Context: an optimization exercise on an open-source flow, tuned for small area, a short achievable clock period and few clock cycles per item. The choices shown serve that exercise and are no tape-out recipe.
Only simulation tests tie the RTL to the original design; equivalence was not proved.
No activity file was given, so power comes from the tool's default toggle rates.

--- run.sh ---
#!/bin/bash
# synth_recipe.tcl (not shown) runs the flow's synth.tcl, then flattens the netlist and writes it again
# the make line also repeats each setting of config.mk as NAME=value (left out here)
make -C /OpenROAD-flow-scripts/flow DESIGN_CONFIG=/design/flow/config.mk WORK_HOME=/design/flow/orfs CLKGATE_MAP_FILE= SYNTH_SCRIPT=/design/flow/synth_recipe.tcl finish
--- config.mk ---
export PLATFORM = sky130hd
export DESIGN_NAME = table_curve_interpolator_unit
export DESIGN_NICKNAME = table_curve_interpolator_unit
export VERILOG_FILES = /design/flow/design.v
export SDC_FILE = /design/flow/constraint.sdc
export NUM_CORES = 4
export LEC_CHECK = 0
export CAP_MARGIN = 20
export CORE_MARGIN = 2
export CORE_UTILIZATION = 40
export SLEW_MARGIN = 20
--- constraint.sdc ---
create_clock -name core_clock -period 13.0 [get_ports {clk}]
set_input_delay 2.6000 -clock core_clock [delete_from_list [all_inputs] [get_ports {clk}]]
set_output_delay 2.6000 -clock core_clock [all_outputs]
set_load 0.01 [all_outputs]
--- design.v ---
package tci_pkg;
  localparam int MaxPointsDefault = 64;
  localparam int CfgWidth         = 7;
  localparam int CfgIndexWidth    = 1;
  localparam logic [0:0] OP_LOAD  = 1'b0;
  localparam logic [0:0] OP_QUERY = 1'b1;
  localparam logic [CfgIndexWidth-1:0] REG_POINTS_IN_USE = 1'b0;
  localparam logic [CfgIndexWidth-1:0] REG_INTERP_MODE   = 1'b1;
  localparam logic [1:0] POS_LOW    = 2'd0;
  localparam logic [1:0] POS_HIGH   = 2'd1;
  localparam logic [1:0] POS_INSIDE = 2'd2;
  typedef struct packed {
    logic [0:0]  opcode;
    logic [5:0]  point_index;
    logic [15:0] point_x;
    logic [15:0] point_y;
    logic [15:0] query_x;
  } in_item_t;
  typedef struct packed {
    logic signed [17:0] interp_value;
    logic [1:0]         position_code;
  } out_item_t;
  typedef struct packed {
    logic [15:0] query_x;
  } job_t;
  typedef enum logic [3:0] {
    ST_IDLE,
    ST_ENDS,        
    ST_ENDS2,       
    ST_SEARCH,      
    ST_FETCH,       
    ST_DIV,
    ST_LIN,
    ST_CR,
    ST_DONE
  } back_state_t;
endpackage
module tci_ram #(
  parameter int Width = 32,
  parameter int Depth = 64
) (
  input  logic                     clk,
  input  logic                     we,
  input  logic [$clog2(Depth)-1:0] waddr,
  input  logic [Width-1:0]         wdata,
  input  logic [$clog2(Depth)-1:0] raddr,
  output logic [Width-1:0]         rdata
);
  logic [Width-1:0] mem [Depth];
  always_ff @(posedge clk) begin
    if (we) begin
      mem[waddr] <= wdata;
    end
    rdata <= mem[raddr];
  end
endmodule
module tci_front #(
  parameter int MaxPoints = tci_pkg::MaxPointsDefault
) (
  input  logic                         clk,
  input  logic                         rst,
  input  logic                         in_valid,
  output logic                         in_stall,
  input  tci_pkg::in_item_t            in_data,
  output logic                         we,
  output logic [$clog2(MaxPoints)-1:0] waddr,
  output logic [31:0]                  wdata,
  output logic                         job_valid,
  input  logic                         job_take,
  output tci_pkg::job_t                job,
  input  logic                         back_busy
);
  localparam int AW = $clog2(MaxPoints);
  logic [15:0]   q0, q1;    
  logic [1:0]    count;
  logic          rd;
  logic          wr;
  logic          acc;
  logic          wr_head;
  assign in_stall = (in_data.opcode == tci_pkg::OP_LOAD) ? ((count != 2'd0) || back_busy)
                                                          : (count == 2'd2);
  assign acc      = in_valid && !in_stall;
  assign wr       = acc && (in_data.opcode == tci_pkg::OP_QUERY);
  assign rd       = job_take && (count != 2'd0);
  assign wr_head  = wr && ((count == 2'd0) || (count == 2'd1 && rd));
  assign we    = acc && (in_data.opcode == tci_pkg::OP_LOAD) &&
                 ({26'd0, in_data.point_index} < 32'(MaxPoints));
  assign waddr = AW'(in_data.point_index);
  assign wdata = {in_data.point_y, in_data.point_x};
  assign job_valid = (count != 2'd0);
  assign job.query_x = q0;
  always_ff @(posedge clk) begin
    if (rst) begin
      count <= 2'd0;
    end else begin
      count <= count + {1'b0, wr} - {1'b0, rd};
    end
    if (wr_head) begin
      q0 <= in_data.query_x;
    end else if (rd) begin
      q0 <= q1;
    end
    if (wr && !wr_head) begin
      q1 <= in_data.query_x;
    end
  end
endmodule
module tci_back #(
  parameter int MaxPoints = tci_pkg::MaxPointsDefault
) (
  input  logic                         clk,
  input  logic                         rst,
  input  logic [6:0]                   points_in_use,
  input  logic                         interp_mode,
  input  logic                         job_valid,
  output logic                         job_take,
  input  tci_pkg::job_t                job,
  output logic [$clog2(MaxPoints)-1:0] raddr,
  input  logic [31:0]                  rdata,
  output logic                         out_valid,
  input  logic                         out_stall,
  output tci_pkg::out_item_t           out_data,
  output logic                         busy
);
  localparam int AW = $clog2(MaxPoints);
  localparam int CW = AW + 1;
  tci_pkg::back_state_t state, state_next;
  logic [15:0] q;
  logic [CW-1:0] n;
  logic [CW-1:0] idx;        
  logic [CW-1:0] seg;        
  logic [15:0] prev_x, prev_y;
  logic [15:0] x1, x2;
  logic [15:0] y0, y1, y2, y3;
  logic [2:0]  sub;
  logic        rvalid;       
  logic [4:0]  dcnt;
  logic [16:0] rem;
  logic [16:0] quo;
  logic [15:0] den;
  logic [15:0] num;
  logic signed [19:0] ca, cb, cc, cd;
  logic signed [35:0] h;
  logic signed [53:0] prod;
  logic [1:0]  step;
  logic signed [35:0] res;
  logic [1:0]  code;
  logic [15:0] rx, ry;
  logic [CW-1:0] n_clamped;
  logic [17:0] rem_sh;
  logic signed [35:0] rnd;
  logic signed [19:0] coef;
  logic [33:0] lin;
  logic [15:0] diff;
  assign rx   = rdata[15:0];
  assign ry   = rdata[31:16];
  assign diff = q - x1;
  assign busy = (state != tci_pkg::ST_IDLE);
  always_comb begin
    if ({1'b0, points_in_use} < 8'd2) begin
      n_clamped = CW'(2);
    end else if ({25'd0, points_in_use} > 32'(MaxPoints)) begin
      n_clamped = CW'(MaxPoints);
    end else begin
      n_clamped = CW'(points_in_use);
    end
  end
  assign job_take = (state == tci_pkg::ST_IDLE) && !out_valid;
  always_comb begin
    state_next = state;
    case (state)
      tci_pkg::ST_IDLE:   if (job_valid && !out_valid) state_next = tci_pkg::ST_ENDS;
      tci_pkg::ST_ENDS:   if (rvalid) state_next = tci_pkg::ST_ENDS2;
      tci_pkg::ST_ENDS2: begin
        if (rvalid) begin
          if (q <= prev_x || q > rx) state_next = tci_pkg::ST_DONE;
          else state_next = tci_pkg::ST_SEARCH;
        end
      end
      tci_pkg::ST_SEARCH: begin
        if (rvalid && idx != '0) begin
          if (prev_x <= q && q <= rx) begin
            state_next = (rx <= prev_x) ? tci_pkg::ST_DONE : tci_pkg::ST_FETCH;
          end else if (idx == n - CW'(1)) begin
            state_next = tci_pkg::ST_DONE;
          end
        end
      end
      tci_pkg::ST_FETCH:  if (rvalid && sub == 3'd3) state_next = tci_pkg::ST_DIV;
      tci_pkg::ST_DIV: begin
        if (dcnt == 5'd17) begin
          state_next = interp_mode ? tci_pkg::ST_CR : tci_pkg::ST_LIN;
        end
      end
      tci_pkg::ST_LIN:    state_next = tci_pkg::ST_DONE;
      tci_pkg::ST_CR:     if (step == 2'd3 && sub[0]) state_next = tci_pkg::ST_DONE;
      tci_pkg::ST_DONE:   state_next = tci_pkg::ST_IDLE;
      default:            state_next = tci_pkg::ST_IDLE;
    endcase
  end
  always_comb begin
    case (state)
      tci_pkg::ST_FETCH: begin
        case (sub)
          3'd0:    raddr = AW'((seg != '0) ? seg - CW'(1) : seg);
          3'd1:    raddr = AW'(seg);
          3'd2:    raddr = AW'(seg + CW'(1));
          default: raddr = AW'((seg + CW'(2) < n) ? seg + CW'(2) : seg + CW'(1));
        endcase
      end
      default: raddr = AW'(idx);
    endcase
  end
  assign rem_sh = {rem, num[15]};
  assign coef = (step == 2'd0) ? cb : (step == 2'd1) ? cc : cd;
  assign rnd  = 36'((prod + 54'sd32768) >>> 16);
  assign lin  = 34'(y1) * 34'(17'h10000 - quo) + 34'(y2) * 34'(quo) + 34'd32768;
  always_ff @(posedge clk) begin
    if (rst) begin
      state     <= tci_pkg::ST_IDLE;
      out_valid <= 1'b0;
    end else begin
      state <= state_next;
      if (out_valid && !out_stall) out_valid <= 1'b0;
      if (state == tci_pkg::ST_DONE) out_valid <= 1'b1;
    end
    case (state)
      tci_pkg::ST_IDLE: begin
        q      <= job.query_x;
        n      <= n_clamped;
        idx    <= '0;
        rvalid <= 1'b0;
      end
      tci_pkg::ST_ENDS: begin
        rvalid <= !rvalid;
        if (rvalid) begin
          prev_x <= rx;
          prev_y <= ry;
          idx    <= n - CW'(1);
        end
      end
      tci_pkg::ST_ENDS2: begin
        rvalid <= !rvalid;
        if (rvalid) begin
          if (q <= prev_x) begin
            res <= 36'(prev_y); code <= tci_pkg::POS_LOW;
          end else begin
            res <= 36'(ry); code <= tci_pkg::POS_HIGH;
          end
          y3  <= ry;                 
          idx <= '0;
        end
      end
      tci_pkg::ST_SEARCH: begin
        rvalid <= !rvalid;
        if (rvalid) begin
          prev_x <= rx;
          prev_y <= ry;
          if (idx != '0 && prev_x <= q && q <= rx) begin
            seg  <= idx - CW'(1);
            x1   <= prev_x;
            x2   <= rx;
            code <= tci_pkg::POS_INSIDE;
            res  <= 36'(prev_y);
            sub  <= 3'd0;
          end else if (idx != '0 && idx == n - CW'(1)) begin
            res  <= 36'(y3);
            code <= tci_pkg::POS_HIGH;
          end else begin
            idx <= idx + CW'(1);
          end
        end
      end
      tci_pkg::ST_FETCH: begin
        rvalid <= !rvalid;
        if (rvalid) begin
          case (sub)
            3'd0:    y0 <= ry;
            3'd1:    y1 <= ry;
            3'd2:    y2 <= ry;
            default: y3 <= ry;
          endcase
          sub <= sub + 3'd1;
        end
        num  <= {diff[0], 15'd0};
        rem  <= {2'b00, diff[15:1]};
        den  <= x2 - x1;
        quo  <= '0;
        dcnt <= '0;
      end
      tci_pkg::ST_DIV: begin
        if (dcnt != 5'd17) begin
          dcnt <= dcnt + 5'd1;
          num  <= {num[14:0], 1'b0};
          if (rem_sh >= {2'b00, den}) begin
            rem <= 17'(rem_sh - {2'b00, den});
            quo <= {quo[15:0], 1'b1};
          end else begin
            rem <= rem_sh[16:0];
            quo <= {quo[15:0], 1'b0};
          end
        end else begin
          if (quo > 17'h10000) quo <= 17'h10000;
        end
        ca   <= 20'sd3 * $signed({4'd0, y1}) - $signed({4'd0, y0})
              - 20'sd3 * $signed({4'd0, y2}) + $signed({4'd0, y3});
        cb   <= 20'sd2 * $signed({4'd0, y0}) - 20'sd5 * $signed({4'd0, y1})
              + 20'sd4 * $signed({4'd0, y2}) - $signed({4'd0, y3});
        cc   <= $signed({4'd0, y2}) - $signed({4'd0, y0});
        cd   <= 20'sd2 * $signed({4'd0, y1});
        step <= '0;
        sub  <= '0;
      end
      tci_pkg::ST_LIN: begin
        res <= 36'(lin[33:16]);
      end
      tci_pkg::ST_CR: begin
        sub <= {2'b00, ~sub[0]};
        if (!sub[0]) begin
          prod <= ((step == 2'd0) ? 54'(ca) <<< 16 : 54'(h)) * $signed({37'd0, quo});
        end else begin
          h <= rnd + (36'(coef) <<< 16);
          if (step != 2'd3) step <= step + 2'd1;
        end
        if (step == 2'd3 && sub[0]) begin
          res <= 36'((36'(h) + 36'sd65536) >>> 17);
        end
      end
      default: ;
    endcase
  end
  always_comb begin
    out_data.position_code = code;
    if (res < -36'sd131072)      out_data.interp_value = -18'sd131072;
    else if (res > 36'sd131071)  out_data.interp_value = 18'sd131071;
    else                         out_data.interp_value = res[17:0];
  end
endmodule
module table_curve_interpolator_unit #(
  parameter int MaxPoints = tci_pkg::MaxPointsDefault
) (
  input  logic                              clk,
  input  logic                              rst,
  input  logic                              in_valid,
  output logic                              in_stall,
  input  tci_pkg::in_item_t                 in_data,
  output logic                              out_valid,
  input  logic                              out_stall,
  output tci_pkg::out_item_t                out_data,
  input  logic                              cfg_we,
  input  logic [tci_pkg::CfgIndexWidth-1:0] cfg_index,
  input  logic [tci_pkg::CfgWidth-1:0]      cfg_data
);
  localparam int AW = $clog2(MaxPoints);
  logic [6:0]    points_in_use;
  logic          interp_mode;
  logic          we;
  logic [AW-1:0] waddr, raddr;
  logic [31:0]   wdata, rdata;
  logic          job_valid, job_take;
  tci_pkg::job_t job;
  logic          back_busy;
  always_ff @(posedge clk) begin
    if (rst) begin
      points_in_use <= 7'd2;
      interp_mode   <= 1'b1;
    end else if (cfg_we) begin
      case (cfg_index)
        tci_pkg::REG_POINTS_IN_USE: points_in_use <= cfg_data;
        tci_pkg::REG_INTERP_MODE:   interp_mode   <= cfg_data[0];
        default: ;
      endcase
    end
  end
  tci_front #(.MaxPoints(MaxPoints)) u_front (
    .clk, .rst, .in_valid, .in_stall, .in_data,
    .we, .waddr, .wdata, .job_valid, .job_take, .job, .back_busy
  );
  tci_ram #(.Width(32), .Depth(MaxPoints)) u_ram (
    .clk, .we, .waddr, .wdata, .raddr, .rdata
  );
  tci_back #(.MaxPoints(MaxPoints)) u_back (
    .clk, .rst, .points_in_use, .interp_mode, .job_valid, .job_take, .job,
    .raddr, .rdata, .out_valid, .out_stall, .out_data, .busy(back_busy)
  );
endmodule
==> qor.txt <==
Die Y-Extent: 616 um
Fmax: 0.0861 GHz
Wire per inst: 24.0 um
Status: complete, no violations
Fin cells: 18,100
Final hold violations: 0
Clk_skew: 0.0792 ns
CTS resizes: 0
Drt pass-1 iters: 6
Die width: 616 um
Period minus WS final: 11.62 ns
Detail Route Antenna Nets: 0
Root buf cell: clkbuf_16
I/O Buffers: 89
Worst EP arrival: 12.20 ns
Starting Density: 0.402
Post-DP HPWL: 277,000 um
Final setup viols: 0
DRC: 0
Post-synthesis cell area: 0.150 mm2
Post-CTS setup buffers: 0
Iteration-0 DRC Markers: 9,777
Critical Path RT: 13.58 ns
Most Crowded Layer GR: met2
EDFF count, synth: 2,474
Layout area overhead: 10.4%
Syn_nets: 14,800
Longest Clk Path Bufs: 4
Top cell by count, worst path: fa_1
RSZ-0062 raised after global routing: no
Worst-path fanout max: 29
Largest cells by area after synthesis: edfxtp_1, fa_1, nand2_1
Register area share after synthesis: 0.503
Max Cap Viol: 0
Syn Inst Count: 13,000
Share of cells above drive strength 1: 0.0651
Type of origin of the critical path: flip-flop
Most frequent cells in the layout: nand2_1, edfxtp_1, inv_1
WP buf/inv: 6
CP max stage delay: 0.92 ns
Most common cell after layout, fill and taps aside: nand2_1
Pleak: 64.8 nW
Avg Inst Size Synth: 11.5 um2
Placed insts: 17,600
Met2 Use GR: 0.371
Synthesized flop and latch total: 2,521
Core ar.: 0.372 mm2
Fraction of registers with async set/reset: 0
CTS tree: done
Hold_buf cts: 0
Row cnt: 224
Worst hold slack: 0.417 ns
Max Slew Vio Count: 0
Clk sinks: 2,521
Routed vias/inst: 5.44
Die area: 0.379 mm2
Cell variety after synth: 88
Routed wire length: 435,000 um
Largest net degree at the start of global routing: 137
TNS Setup: 0 ns
Final instance area: 0.165 mm2
First-pass GRT wire length: 646,000 um
Later-pin clock latency in the skew report: 0.88 ns
Max-Slew Margin vs Limit: 0.214
Tot GR Track Use: 0.227
FILL cells: 34,000
Number of global-route vias before repair: 96,700
Crit end category: flip-flop
Reg clk slew, reported paths: 0.06 ns
Total power draw: 25.0 mW
Pwr dens: 151 mW/mm2
Actual slew at the worst max-slew pin: 1.17 ns
Htree depth: 5
Worst Hold Class: flip-flop to flip-flop
GR Overflow Total: 0
# nets final: 14,800
Top cell type's share of synthesized area: 0.496
Initial antenna violation count: 21
Biggest area consumer among synthesized cells: edfxtp_1
CTS Buf Count: 275
Primary FF master, synth: edfxtp_1
YS warnings: 4
Vias: 98,700
M1 GR Usage: 0.317
Critical path's top delay family: adder cells
DP Area: 0.157 mm2
GR met3 Demand/Resource: 0.0279
Worst VDD drop: 0.134 mV
I/O Pins: 90
Fin crit share: 0.894
Reg-to-reg setup timing slack: 1.38 ns
Gpl congestion: 0.886
CP max stage cell: edfxtp_1
WS Path Type: flip-flop to flip-flop
==> Yosys cell counts, types with 22 or more instances <==
| master | number |
|---|---|
| a21boi_0 | 34 |
| a21o_1 | 68 |
| a21oi_1 | 196 |
| a311oi_1 | 73 |
| a31oi_1 | 137 |
| a32oi_1 | 41 |
| and2_1 | 456 |
| and3_1 | 166 |
| buf_1 | 91 |
| buf_2 | 131 |
| buf_4 | 35 |
| buf_6 | 25 |
| clkbuf_1 | 364 |
| dfxtp_1 | 47 |
| edfxtp_1 | 2474 |
| fa_1 | 1167 |
| ha_1 | 590 |
| inv_1 | 1398 |
| mux2_2 | 43 |
| mux2i_1 | 247 |
| nand2_1 | 2627 |
| nand2b_1 | 27 |
| nand3_1 | 871 |
| nand4_1 | 84 |
| nor2_1 | 386 |
| nor2b_1 | 70 |
| nor3_1 | 98 |
| o211ai_1 | 30 |
| o21a_1 | 44 |
| o21ai_0 | 191 |
| o21bai_1 | 22 |
| o22ai_1 | 66 |
| or3_1 | 24 |
| xnor2_1 | 231 |
| xor2_1 | 88 |
==> worst paths after layout <==
check | start | cells after the start | to
max | u_back.quo[9] | 37 | u_back.res[17]
min | u_front.q0[5] | 0 | u_back.q[5]
max reg2reg | u_back.quo[9] | 37 | u_back.res[17]
min reg2reg | u_front.q0[5] | 0 | u_back.q[5]
==> per-layer routing <==
metal	part of all wire	up-vias
li1	-	44100
met1	0.42	50200
met2	0.47	3768
met3	0.071	688
met4	0.032	6
met5	0.000085	-
==> stage by stage <==
step                      utilization  setup WS [ns]
after global routing            0.443          0.950
after global placement          0.420           1.49
after detailed placement        0.420           1.44
after floorplan                     -           2.25
after CTS                       0.443           1.44
final                           0.444           1.38
==> kinds of logic (layout without fill, tap and decap cells) <==
group / Yosys count / after routing / share of synthesized area
muxes: 290 / 290 / 0.0198
adders and majority gates: 1757 / 1757 / 0.205
other: 0 / 20 / 0
DFF: 2521 / 2521 / 0.503
buffers and inverters: 2048 / 2227 / 0.0548
AOI/OAI and AO/OA: 1130 / 1130 / 0.0516
and+or+nand+nor: 4895 / 4895 / 0.147
xor gates and xnor gates: 319 / 319 / 0.0187
==> power breakdown <==
| part | total (mW) | leakage, nW | switching, mW | internal, mW |
|---|---|---|---|---|
| combinational | 7.85 | 38.0 | 5.28 | 2.57 |
| sequential | 9.55 | 22.7 | 0.297 | 9.25 |
| clock | 7.62 | 4.16 | 3.27 | 4.35 |
==> state kept, by name, summed over array words and instances (netlist names), 17 cells and up <==
| signal | flops |
|---|---|
| u_ram.mem | 2048 |
| u_back.prod | 37 |
| u_back.h | 36 |
| u_ram.rdata | 32 |
| u_back.ca | 20 |
| u_back.cb | 20 |
| u_back.res | 19 |
| u_back.cc | 17 |
| u_back.quo | 17 |
| u_back.rem | 17 |
==> cell type report <==
cell class              count  area, um2  share of cell area
inverters                1399       5250              0.0318
clock inverters           118       1110             0.00670
flip-flops and latches   2521      75200               0.455
diodes                     20       50.0            0.000303
well taps                4972       6220              0.0377
multi-input cells        8391      67000               0.406
repair buffers            348       2920              0.0177
clock buffers             362       7410              0.0449
Testbench counts, summed over its fixed seeds: cycles 212,756, items 3,072.

static timing again, ports no longer ideal:
In the flow no input, the clock included, has a driving cell. The finished layout below was timed again as built, in two steps. Step 1 assumes that a clkbuf_16 drives the clock port and a buf_2 every other input. Step 2 adds t to the input delays and takes it off the output delays; t is the mean of the earliest and latest rising clock arrival at the registers after step 1. Input paths then give back, and output paths get back, about the clock's delay inside the block. Slacks: ideal / step 1 / step 2; pairs: ideal / step 1.
t (ns): 0.944
setup slack, ns: 1.382 / 1.382 / 1.382
worst setup path at the end: register to register
slew at the worst register clock pin (ns): 0.08 / 0.08
pins driven straight from the clock port: 1
After both steps this run still meets setup and hold. For this run, drivers alone change the setup slack by 0.000 ns; drivers and shift together by 0.000 ns.
